This design comes from an exercise in tuning for small area on the open sky130 flow, not from production work.
The RTL was checked by simulation tests, not by an equivalence proof against the original design.
No activity file was given, so power comes from the tool's default toggle rates.

## P
Design datapath_unit, start of the top module:
module datapath_unit (
  input  logic       i_clk,
  input  logic       i_rst,
  input  logic       i_load_ar,
  input  logic       i_load_pc,
  input  logic       i_load_dr,
  input  logic       i_load_ac,
  input  logic       i_load_ir,
  input  logic       i_load_tr,
  input  logic       i_clear_ar,
  input  logic       i_clear_pc,
  input  logic       i_clear_dr,
  input  logic       i_clear_ac,
  input  logic       i_clear_tr,
  input  logic       i_inc_ar,
  input  logic       i_inc_pc,
  input  logic       i_inc_dr,
  input  logic       i_inc_ac,
  input  logic       i_inc_tr,
  input  logic       i_seq_counter_reset,
  input  logic       i_memory_read,
  input  logic       i_memory_write,
  input  logic [2:0] i_bus_selectors,
  input  logic       i_alu_enable,
  input  logic [2:0] i_alu_mode,
  input  logic       i_prog_we,
  input  logic [7:0] i_prog_addr,
  input  logic [7:0] i_prog_data,
  output logic [7:0] o_t,
  output logic [7:0] o_ir,
  output logic [7:0] o_ac,
  output logic [7:0] o_pc,
  output logic [7:0] o_ar,
  output logic [7:0] o_dr,
  output logic       o_e,
  output logic [7:0] o_bus
);
export LEC_CHECK = 0
export ABC_CLOCK_PERIOD_IN_PS = 8000
export CAP_MARGIN = 20
export CORE_MARGIN = 2
export CORE_UTILIZATION = 50
export SETUP_SLACK_MARGIN = 0.2
export SLEW_MARGIN = 20
export SYNTH_HIERARCHICAL = 1
create_clock -name core_clock -period 8.0 [get_ports {i_clk}]
standard.sh (not shown) runs the stock make flow with config.mk's settings and CLKGATE_MAP_FILE= SYNTH_SCRIPT=/design/flow/synth_recipe.tcl, a recipe that flattens the netlist after the stock synthesis.
==> flow/flow/run.sh <==
#!/bin/bash
# The standard layout (standard.sh) with three changes:
#  - clock tree synthesis without dummy loads, clkbuf_16 only, larger sink clusters
#  - every port still gets a buffer, but a plain buf_2
#  - ABC's buffers are removed at floorplan; the resizer re-buffers what needs it
# All of ORFS's output goes to standard.log here and to ORFS's own logs under orfs/logs.
set -euo pipefail
bash standard.sh \
  "CTS_ARGS=-sink_clustering_enable -repair_clock_nets -dont_use_dummy_load -buf_list sky130_fd_sc_hd__clkbuf_16 -root_buf sky130_fd_sc_hd__clkbuf_16 -tree_buf sky130_fd_sc_hd__clkbuf_16 -sink_clustering_size 26 -sink_clustering_max_diameter 130" \
  "BUFFER_PORTS_ARGS=-buffer_cell sky130_fd_sc_hd__buf_2" \
  REMOVE_ABC_BUFFERS=1 \
  finish > standard.log 2>&1
[inputs] S vs P
diff --git a/flow/design.v b/flow/design.v
--- a/flow/design.v
+++ b/flow/design.v
@@ -135,37 +135,40 @@
       r_t <= i_seq_counter_reset ? 8'h01 : {r_t[6:0], r_t[7]};
     end
   end
   logic [7:0]   w_waddr;
   logic [7:0]   w_wdata;
   logic         w_we;
-  logic [15:0]  w_whi, w_wlo;
+  logic [15:0]  w_whi;
   logic [255:0] w_wsel;
-  logic [7:0]   w_wz;
   assign w_waddr = i_rst ? i_prog_addr : r_ar;
   assign w_wdata = i_rst ? i_prog_data : w_bus;
   assign w_we    = i_rst ? i_prog_we   : i_memory_write;
   logic [15:0] w_whi_n, w_wlo_n;
   dpu_dec4_n u_wlo (.i_a(w_waddr[3:0]), .i_en(1'b1), .o_y_n(w_wlo_n));
   dpu_dec4_n u_whi (.i_a(w_waddr[7:4]), .i_en(w_we), .o_y_n(w_whi_n));
   assign w_whi = ~w_whi_n;
-  assign w_wlo = ~w_wlo_n;
-  logic [255:0] w_wsel_n;
   for (genvar w = 0; w < 256; w++) begin : g_wsel
-    dpu_nor2  u_sel  (.i_a(w_whi_n[w / 16]), .i_b(w_wlo_n[w % 16]), .o_y(w_wsel[w]));
-    dpu_nand2 u_nsel (.i_a(w_whi[w / 16]),   .i_b(w_wlo[w % 16]),   .o_y(w_wsel_n[w]));
-  end
-  assign w_wz = w_wdata ^ {8{r_ph}};
+    dpu_nor2 u_sel (.i_a(w_whi_n[w / 16]), .i_b(w_wlo_n[w % 16]), .o_y(w_wsel[w]));
+  end
+  logic [7:0] w_wz_n;
+  assign w_wz_n = ~(w_wdata ^ {8{r_ph}});
   logic [2047:0] w_mem_nxt;
-  for (genvar w = 0; w < 256; w++) begin : g_word
-    for (genvar b = 0; b < 8; b++) begin : g_bit
-      dpu_o22ai u_nxt (
-        .i_a1(r_mem[8*w+b]), .i_a2(w_wsel[w]),
-        .i_b1(w_wsel_n[w]),  .i_b2(w_wz[b]),
-        .o_y (w_mem_nxt[8*w+b])
-      );
+  for (genvar i = 0; i < 16; i++) begin : g_row
+    logic [7:0] w_rz;
+    for (genvar b = 0; b < 8; b++) begin : g_rz
+      dpu_nand2 u_rz (.i_a(w_whi[i]), .i_b(w_wz_n[b]), .o_y(w_rz[b]));
+    end
+    for (genvar j = 0; j < 16; j++) begin : g_word
+      for (genvar b = 0; b < 8; b++) begin : g_bit
+        dpu_o22ai u_nxt (
+          .i_a1(r_mem[8*(16*i+j)+b]), .i_a2(w_wsel[16*i+j]),
+          .i_b1(w_wlo_n[j]),          .i_b2(w_rz[b]),
+          .o_y (w_mem_nxt[8*(16*i+j)+b])
+        );
+      end
     end
   end
   always_ff @(posedge i_clk) begin
     if (r_ph) r_ph <= 1'b0;
     else      r_ph <= 1'b1;
     for (int w = 0; w < 256; w++)
[summary]
- Between P and S, the difference in xor/xnor cell area share of the yosys netlist is negligible.
- Synthesized instance count of S falls short of that of P by a few percent.
- A master of the slowest instance on the critical path of nor4_2 is what P shows, while nor4_1 belongs to S.
- Looking at net switching share of the total power, S sits 1.2 points lower than P does.
- S vs P: post-synth design cell area down
- Between S and P, the via count of the first global-routing pass does not differ in any meaningful way.
- Sequential fraction of total cell area ends up lower on P.
- Going from P to S, the number of placement rows was found to have gone down by 1.
- Comparing P with S, the proportion of synthesized area in mux cells came out essentially unchanged.
- Comparing post-route fraction of the period consumed by the critical path for P and S, the bigger number came from P.
- Per the comparison of S with P, final area fell by 410 um^2; global-route total usage across every layer -1.3 points.
- Endpoint of the most critical setup path = o_bus[5]: S; endpoint of the most critical setup path = o_bus[1]: P

static timing again, ports no longer ideal:
In the flow no input, the clock included, has a driving cell. The finished layouts below were timed again as built, in two steps.
Step 1 (the two cells are an assumption about what drives the block):
set clk [get_ports {i_clk}]
set_driving_cell -lib_cell sky130_fd_sc_hd__clkbuf_16 $clk
set_driving_cell -lib_cell sky130_fd_sc_hd__buf_2 [delete_from_list [all_inputs] $clk]
Step 2 adds t to the input delays and takes it off the output delays; t is the mean of the earliest and latest rising clock arrival at the registers after step 1. Input paths then give back, and output paths get back, about the clock's delay inside the block.
Slacks: no drivers / after step 1 / after step 2; pairs: no drivers / after step 1.
run | t (ns) | setup WS [ns] | worst data-port slew with drivers (ns)
P | 0.821 | 0.317 / 0.229 / 0.961 | 0.09
S | 0.801 | 0.416 / 0.334 / 0.833 | 0.06
After both steps every run listed still meets setup and hold.
